This is an optimization exercise on Yosys and OpenROAD, whose aim is small area, a short achievable clock period and few clock cycles per item, not a production implementation.
At most, simulation tests tie the RTL to the original design; equivalence was not proved.
Power and IR drop assume default switching activity.

// bresenham_line_stepper_top
module bresenham_line_stepper_top #(
    parameter int COORD_BITS = 12
) (
    input  wire logic                               i_clk,
    input  wire logic                               i_rst_n,
    input  wire logic                               i_req_valid,
    output logic                                    o_req_ready,
    input  wire logic                               i_req_type,
    input  wire logic [COORD_BITS-1:0]              i_req_x_start,
    input  wire logic [COORD_BITS-1:0]              i_req_y_start,
    input  wire logic [COORD_BITS-1:0]              i_req_x_end,
    input  wire logic [COORD_BITS-1:0]              i_req_y_end,
    output logic                                    o_pix_valid,
    input  wire logic                               i_pix_ready,
    output logic                                    o_pix_pixel_valid,
    output logic [COORD_BITS-1:0]                   o_pix_pixel_x,
    output logic [COORD_BITS-1:0]                   o_pix_pixel_y,
    output logic                                    o_pix_in_image,
    output logic                                    o_pix_last_pixel,
    output logic [bls_pkg::COLOR_W-1:0]             o_pix_pixel_red,
    output logic [bls_pkg::COLOR_W-1:0]             o_pix_pixel_green,
    output logic [bls_pkg::COLOR_W-1:0]             o_pix_pixel_blue,
    input  wire logic                               i_cfg_we,
    input  wire logic [bls_pkg::CFG_IDX_W-1:0]      i_cfg_idx,
    input  wire logic [bls_pkg::CFG_DATA_W-1:0]     i_cfg_data
);
For scale: ~1400 cells after synthesis, ~240 flip-flops, ~150 I/O pins, about 15000 um^2 of cells after synthesis.
Settings: LEC_CHECK=0, CAP_MARGIN=20, CORE_MARGIN=2, CORE_UTILIZATION=40, CTS_BUF_LIST=sky130_fd_sc_hd__clkbuf_16, CTS_CLUSTER_DIAMETER=100, CTS_CLUSTER_SIZE=20, SLEW_MARGIN=20; clock period 20.0 ns.
standard.sh (not shown) runs the stock make flow with config.mk's settings and CLKGATE_MAP_FILE= SYNTH_SCRIPT=/design/flow/synth_recipe.tcl, a recipe that flattens the netlist after the stock synthesis.
==> flow/flow/run.sh <==
#!/bin/bash
set -e
export BUFFER_PORTS_ARGS="-buffer_cell sky130_fd_sc_hd__buf_1"
export SETUP_SLACK_MARGIN=14.6
bash standard.sh > standard.log 2>&1
Then changed:
--- a/flow/design.v
+++ b/flow/design.v
@@ -167,15 +167,15 @@
     logic                r_l_steep;
     logic                r_l_down;
     logic [C-1:0]        r_l_n;
     logic [C-1:0]        r_l_db;
     logic [C-1:0]        r_l_dm;
     logic [C:0]          r_l_f;
-    logic                r_l_fresh;
     logic                r_o_valid;
     logic                r_o_pv, r_o_npv_g, r_o_pv_b, r_o_npv_b;
+    logic                r_o_pvf, r_o_npvf, r_o_pvf_b, r_o_npvf_b;
     logic                r_o_last;
     logic                r_o_in;
     logic [C-1:0]        r_o_x, r_o_y;
     logic                r_o_ready;
     logic push, o_free, o_load, is_start, active, q_en;
     assign push     = r_q_valid && !r_l_pend;
@@ -196,37 +196,38 @@
         end
     end
     logic [C:0]   ex, ey;
     logic         sx, sy;
     logic [C-1:0] adx, ady;
     logic [C:0]   diff;
-    logic         s_steep;
+    logic         s_steep, s_swap;
     logic [C-1:0] s_x, s_y, s_da, s_db;
     logic         s_last, s_in;
     always_comb begin
         ex      = {1'b0, r_q_x1} - {1'b0, r_q_x0};
         ey      = {1'b0, r_q_y1} - {1'b0, r_q_y0};
         sx      = ex[C];
         sy      = ey[C];
         adx     = absdiff(ex);
         ady     = absdiff(ey);
         diff    = {1'b0, ady} - {1'b0, adx};
         s_steep = !diff[C];
-        s_x     = s_steep ? (sy ? r_q_x1 : r_q_x0) : (sx ? r_q_x1 : r_q_x0);
-        s_y     = s_steep ? (sy ? r_q_y1 : r_q_y0) : (sx ? r_q_y1 : r_q_y0);
-        s_in    = s_steep ? (sy ? r_q_in1 : r_q_in0) : (sx ? r_q_in1 : r_q_in0);
+        s_swap  = s_steep ? sy : sx;
+        s_x     = s_swap ? r_q_x1 : r_q_x0;
+        s_y     = s_swap ? r_q_y1 : r_q_y0;
+        s_in    = s_swap ? r_q_in1 : r_q_in0;
         s_da    = s_steep ? ady : adx;
         s_db    = s_steep ? adx : ady;
         s_last  = (r_q_x0 == r_q_x1) && (r_q_y0 == r_q_y1);
     end
     logic         cond;
     logic         x_inc, x_dec, y_inc, y_dec;
     logic [C-1:0] t_x, t_y;
     logic [C:0]   t_f, c_f;
     always_comb begin
-        c_f   = r_l_fresh ? {1'b0, r_l_db} + ~{2'b00, r_l_n[C-1:1]} : r_l_f;
+        c_f   = r_l_f;
         cond  = !c_f[C];
         x_inc = !r_l_steep || (cond && !r_l_down);
         x_dec = r_l_steep && cond && r_l_down;
         y_inc = r_l_steep || (cond && !r_l_down);
         y_dec = !r_l_steep && cond && r_l_down;
         t_x   = incdec(r_l_x, x_inc, x_dec);
@@ -275,18 +276,17 @@
                 r_l_last  <= s_last;
                 r_l_steep <= s_steep;
                 r_l_down  <= sx ^ sy;
                 r_l_n     <= s_da;
                 r_l_db    <= s_db;
                 r_l_dm    <= diff[C-1:0];
-                r_l_fresh <= 1'b1;
+                r_l_f     <= {1'b0, s_db} + ~{2'b00, s_da[C-1:1]};
             end else if (active) begin
                 r_l_last  <= (r_l_n == 1);
                 r_l_n     <= r_l_n - 1'b1;
                 r_l_f     <= t_f;
-                r_l_fresh <= 1'b0;
             end else begin
                 r_l_last <= 1'b0;
             end
         end
     end
     assign o_pv_nx = r_l_pend ? r_l_pv : n_pv;
@@ -307,18 +307,39 @@
             r_o_npv_b <= 1'b1;
         end else if (o_load) begin
             r_o_pv_b  <= o_pv_nx;
             r_o_npv_b <= !o_pv_nx;
         end
     end
+    always_ff @(posedge i_clk) begin
+        if (o_free) begin
+            r_o_pvf  <= o_pv_nx;
+            r_o_npvf <= !o_pv_nx;
+        end
+    end
+    always_ff @(posedge i_clk) begin
+        if (!i_rst_n) begin
+            r_o_pvf_b  <= 1'b0;
+            r_o_npvf_b <= 1'b1;
+        end else if (o_free) begin
+            r_o_pvf_b  <= o_pv_nx;
+            r_o_npvf_b <= !o_pv_nx;
+        end
+    end
     assign o_req_ready       = r_o_ready;
     assign o_pix_valid       = r_o_valid;
     assign o_pix_pixel_valid = r_o_pv;
     assign o_pix_pixel_x     = r_o_x;
     assign o_pix_pixel_y     = r_o_y;
     assign o_pix_in_image    = r_o_in;
     assign o_pix_last_pixel  = r_o_last;
-    assign o_pix_pixel_red   = {r_o_pv ? r_red[15:8] : 8'h00, r_o_npv_g ? 8'h00 : r_red[7:0]};
-    assign o_pix_pixel_green = {r_o_npv_g ? 8'h00 : r_green[15:8], r_o_pv_b ? r_green[7:0] : 8'h00};
-    assign o_pix_pixel_blue  = {r_o_pv_b ? r_blue[15:8] : 8'h00, r_o_npv_b ? 8'h00 : r_blue[7:0]};
+    assign o_pix_pixel_red   = {r_o_pv     ? r_red[15:10]   : 6'h00,
+                                r_o_npv_g  ? 5'h00 : r_red[9:5],
+                                r_o_pv_b   ? r_red[4:0]     : 5'h00};
+    assign o_pix_pixel_green = {r_o_npv_b  ? 6'h00 : r_green[15:10],
+                                r_o_pvf    ? r_green[9:5]   : 5'h00,
+                                r_o_npvf   ? 5'h00 : r_green[4:0]};
+    assign o_pix_pixel_blue  = {r_o_pvf_b  ? r_blue[15:10]  : 6'h00,
+                                r_o_npvf_b ? 5'h00 : r_blue[9:5],
+                                r_o_pvf    ? r_blue[4:0]    : 5'h00};
 endmodule
 `default_nettype wire
After rerunning: Die area went down slightly; power went up by about a fifth; fmax went down by a quarter to a third; global-route usage went down by 1.9 points; final cell count went down slightly; utilization went up by 0.84 points; setup slack got worse by 1700 ps; clock skew stays flat; clock power hardly moves; area after synthesis went down slightly; routed wire length went down by roughly a tenth; synthesized cell count went up slightly.
No functional check of the RTL was part of any run of this note.

---

bresenham_line_stepper_top, a different RTL version from the one above (not shown whole).
Size in the first run: ~150 I/O pins, about 16000 um2 of cells after synthesis.
Settings: LEC_CHECK=0, CAP_MARGIN=20, CORE_MARGIN=2, CORE_UTILIZATION=40, CTS_BUF_LIST=sky130_fd_sc_hd__clkbuf_8, CTS_CLUSTER_DIAMETER=60, CTS_CLUSTER_SIZE=12, SLEW_MARGIN=20; clock period 20.0 ns.
Scripts as last shown in full above: flow/flow/run.sh
Testbench counts at the start, summed over its fixed seeds: cycles 48,523, items 48,507.
Then changed:
--- a/flow/design.v
+++ b/flow/design.v
@@ -155,13 +155,12 @@
         if (cfg_en[3]) r_green  <= cfg_pick(bls_pkg::RST_DRAW_GREEN);
         if (cfg_en[4]) r_blue   <= cfg_pick(bls_pkg::RST_DRAW_BLUE);
     end
     logic          r_q_valid;
     logic          r_q_type;
     logic [C-1:0]  r_q_x0, r_q_y0, r_q_x1, r_q_y1;
-    logic [C:0]    r_q_ex, r_q_ey;      
     logic          r_q_in0, r_q_in1;    
     logic                r_l_pend;
     logic                r_l_pv;
     logic                r_l_last;
     logic                r_l_in;
     logic [C-1:0]        r_l_x, r_l_y;
@@ -189,37 +188,38 @@
         if (q_en) begin
             r_q_type <= i_req_type;
             r_q_x0   <= i_req_x_start;
             r_q_y0   <= i_req_y_start;
             r_q_x1   <= i_req_x_end;
             r_q_y1   <= i_req_y_end;
-            r_q_ex   <= {1'b0, i_req_x_end} - {1'b0, i_req_x_start};
-            r_q_ey   <= {1'b0, i_req_y_end} - {1'b0, i_req_y_start};
             r_q_in0  <= ({1'b0, i_req_x_start} < r_width) && ({1'b0, i_req_y_start} < r_height);
             r_q_in1  <= ({1'b0, i_req_x_end} < r_width) && ({1'b0, i_req_y_end} < r_height);
         end
     end
+    logic [C:0]   ex, ey;
     logic         sx, sy;
     logic [C-1:0] adx, ady;
     logic [C:0]   diff;
     logic         s_steep;
     logic [C-1:0] s_x, s_y, s_da, s_db;
     logic         s_last, s_in;
     always_comb begin
-        sx      = r_q_ex[C];
-        sy      = r_q_ey[C];
-        adx     = absdiff(r_q_ex);
-        ady     = absdiff(r_q_ey);
+        ex      = {1'b0, r_q_x1} - {1'b0, r_q_x0};
+        ey      = {1'b0, r_q_y1} - {1'b0, r_q_y0};
+        sx      = ex[C];
+        sy      = ey[C];
+        adx     = absdiff(ex);
+        ady     = absdiff(ey);
         diff    = {1'b0, ady} - {1'b0, adx};
         s_steep = !diff[C];
         s_x     = s_steep ? (sy ? r_q_x1 : r_q_x0) : (sx ? r_q_x1 : r_q_x0);
         s_y     = s_steep ? (sy ? r_q_y1 : r_q_y0) : (sx ? r_q_y1 : r_q_y0);
         s_in    = s_steep ? (sy ? r_q_in1 : r_q_in0) : (sx ? r_q_in1 : r_q_in0);
         s_da    = s_steep ? ady : adx;
         s_db    = s_steep ? adx : ady;
-        s_last  = (r_q_ex == '0) && (r_q_ey == '0);
+        s_last  = (r_q_x0 == r_q_x1) && (r_q_y0 == r_q_y1);
     end
     logic         cond;
     logic         x_inc, x_dec, y_inc, y_dec;
     logic [C-1:0] t_x, t_y;
     logic [C:0]   t_f, c_f;
     always_comb begin
Effect:
- The new run finished clean
- sequential power fell by 11%
- global-route usage rose by 3.0 points
- final area fell by 0.66%
- synthesized cell count fell by 2.8%
- sequential cell count fell by 26
- clock-buffer cell count stays the same
Only the layout flow was run in the second run of this note; the RTL was not checked for function there.

---

the reference run:
bresenham_line_stepper_top, a different RTL version from the one above (not shown whole).
For scale: roughly 1400 cells after synthesis, ~240 flip-flops, roughly 150 I/O pins.
// bresenham_line_stepper_top
module bresenham_line_stepper_top #(
    parameter int COORD_BITS = 12
) (
    input  wire logic                               i_clk,
    input  wire logic                               i_rst_n,
    input  wire logic                               i_req_valid,
    output logic                                    o_req_ready,
    input  wire logic                               i_req_type,
    input  wire logic [COORD_BITS-1:0]              i_req_x_start,
    input  wire logic [COORD_BITS-1:0]              i_req_y_start,
    input  wire logic [COORD_BITS-1:0]              i_req_x_end,
    input  wire logic [COORD_BITS-1:0]              i_req_y_end,
    output logic                                    o_pix_valid,
    input  wire logic                               i_pix_ready,
    output logic                                    o_pix_pixel_valid,
    output logic [COORD_BITS-1:0]                   o_pix_pixel_x,
    output logic [COORD_BITS-1:0]                   o_pix_pixel_y,
    output logic                                    o_pix_in_image,
    output logic                                    o_pix_last_pixel,
    output logic [bls_pkg::COLOR_W-1:0]             o_pix_pixel_red,
    output logic [bls_pkg::COLOR_W-1:0]             o_pix_pixel_green,
    output logic [bls_pkg::COLOR_W-1:0]             o_pix_pixel_blue,
    input  wire logic                               i_cfg_we,
    input  wire logic [bls_pkg::CFG_IDX_W-1:0]      i_cfg_idx,
    input  wire logic [bls_pkg::CFG_DATA_W-1:0]     i_cfg_data
);
export LEC_CHECK = 0
export CAP_MARGIN = 20
export CORE_MARGIN = 2
export CORE_UTILIZATION = 40
export CTS_BUF_LIST = sky130_fd_sc_hd__clkbuf_16
export CTS_CLUSTER_DIAMETER = 100
export CTS_CLUSTER_SIZE = 20
export SLEW_MARGIN = 20
create_clock -name core_clock -period 20.0 [get_ports {i_clk}]
Scripts as last shown in full above: flow/flow/run.sh
Testbench counts of the reference run, summed over its fixed seeds: cycles 48,523, items 48,507.
#### Input delta (the trial run over the reference run)
--- a/flow/design.v
+++ b/flow/design.v
@@ -219,27 +219,29 @@
         s_da    = s_steep ? ady : adx;
         s_db    = s_steep ? adx : ady;
         s_last  = (r_q_x0 == r_q_x1) && (r_q_y0 == r_q_y1);
     end
     logic         cond;
     logic         x_inc, x_dec, y_inc, y_dec;
     logic [C-1:0] t_x, t_y;
     logic [C:0]   t_f, c_f;
+    logic [C+1:0] t_fw;
     always_comb begin
         c_f   = r_l_fresh ? {1'b0, r_l_db} + ~{2'b00, r_l_n[C-1:1]} : r_l_f;
         cond  = !c_f[C];
         x_inc = !r_l_steep || (cond && !r_l_down);
         x_dec = r_l_steep && cond && r_l_down;
         y_inc = r_l_steep || (cond && !r_l_down);
         y_dec = !r_l_steep && cond && r_l_down;
         t_x   = incdec(r_l_x, x_inc, x_dec);
         t_y   = incdec(r_l_y, y_inc, y_dec);
-        t_f   = c_f + (cond ? {1'b1, r_l_dm ^ {C{r_l_steep}}} : {1'b0, r_l_db})
-                    + {{C{1'b0}}, cond && r_l_steep};
+        t_fw  = {c_f, 1'b1} + {(cond ? {1'b1, r_l_dm ^ {C{r_l_steep}}} : {1'b0, r_l_db}),
+                               cond && r_l_steep};
+        t_f   = t_fw[C+1:1];
     end
     logic         n_pv;
     logic [C-1:0] n_x, n_y;
     logic         n_in;
     always_comb begin
         n_pv = is_start || active;
         n_x  = is_start ? s_x : active ? t_x : '0;
         n_y  = is_start ? s_y : active ? t_y : '0;
Notes after the runs:
The trial run reached the end of the flow, and the finished layout is clean on the timing, DRC and antenna checks. Synthesized cell count is lower on the reference run. The trial run ended up with o_pix_pixel_red[10] as its worst setup path endpoint; the reference run ended up with r_q_in0. Looking at type of the setup path with the least slack, the flip-flop to primary output result is from the trial run; the input port to flip-flop one comes from the reference run. In the trial run, area growth from synthesis to layout is lower than in the reference run. The higher number of filler instances in the final layout of the trial run and the reference run is in the trial run. Combinational share of power delta for the trial run relative to the reference run: 2.2 points lower. The run showing the smaller portion of total power attributed to the clock network is the reference run. Final-layout worst hold slack ended up 8.1 ps higher on the trial run than on the reference run. Comparing the reference run with the trial run, the global-route usage over all layers came out essentially unchanged. Against the reference run, the trial run comes in about 1% higher on die height. In the metrics for the trial run and the reference run, the one carrying the lower post-DP HPWL is the reference run.
Testbench counts of the trial run, summed over its fixed seeds: cycles 48,523, items 48,507.

## separate check: timing with driven ports
The results above use ideal ports. As a check the final layouts listed here were re-extracted and re-timed, cells and wires unchanged.
Step 1 assumes that a clkbuf_16 drives the clock port and a buf_2 every other input.
Step 2 times the ports against the registers' clock, not the clock port: input delays grow and output delays shrink by t, the midpoint of the rising clock arrivals with the driver on.
Three values: no drivers, after step 1, after step 2; two values: the first two.
| run | t (ns) | setup slack, ns | latest minus earliest clock arrival (ns) |
|---|---|---|---|
| the first run of note 1 | 0.551 | 14.461 / 14.461 / 14.132 | 0.024 / 0.023 |
| the second run of note 1 | 0.544 | 12.763 / 12.763 / 12.763 | 0.026 / 0.026 |
| the first run of note 2 | 0.659 | 14.513 / 14.471 / 13.948 | 0.022 / 0.022 |
| the second run of note 2 | 0.665 | 14.474 / 14.419 / 14.039 | 0.028 / 0.028 |
| the reference run | 0.553 | 14.637 / 14.607 / 14.120 | 0.022 / 0.022 |
| the trial run | 0.566 | 14.621 / 14.565 / 14.212 | 0.015 / 0.016 |
After both steps every run listed still meets setup and hold. The setup slack of the first run of note 2, which loses most, moves by -0.042 ns with the drivers and by -0.565 ns with both steps.
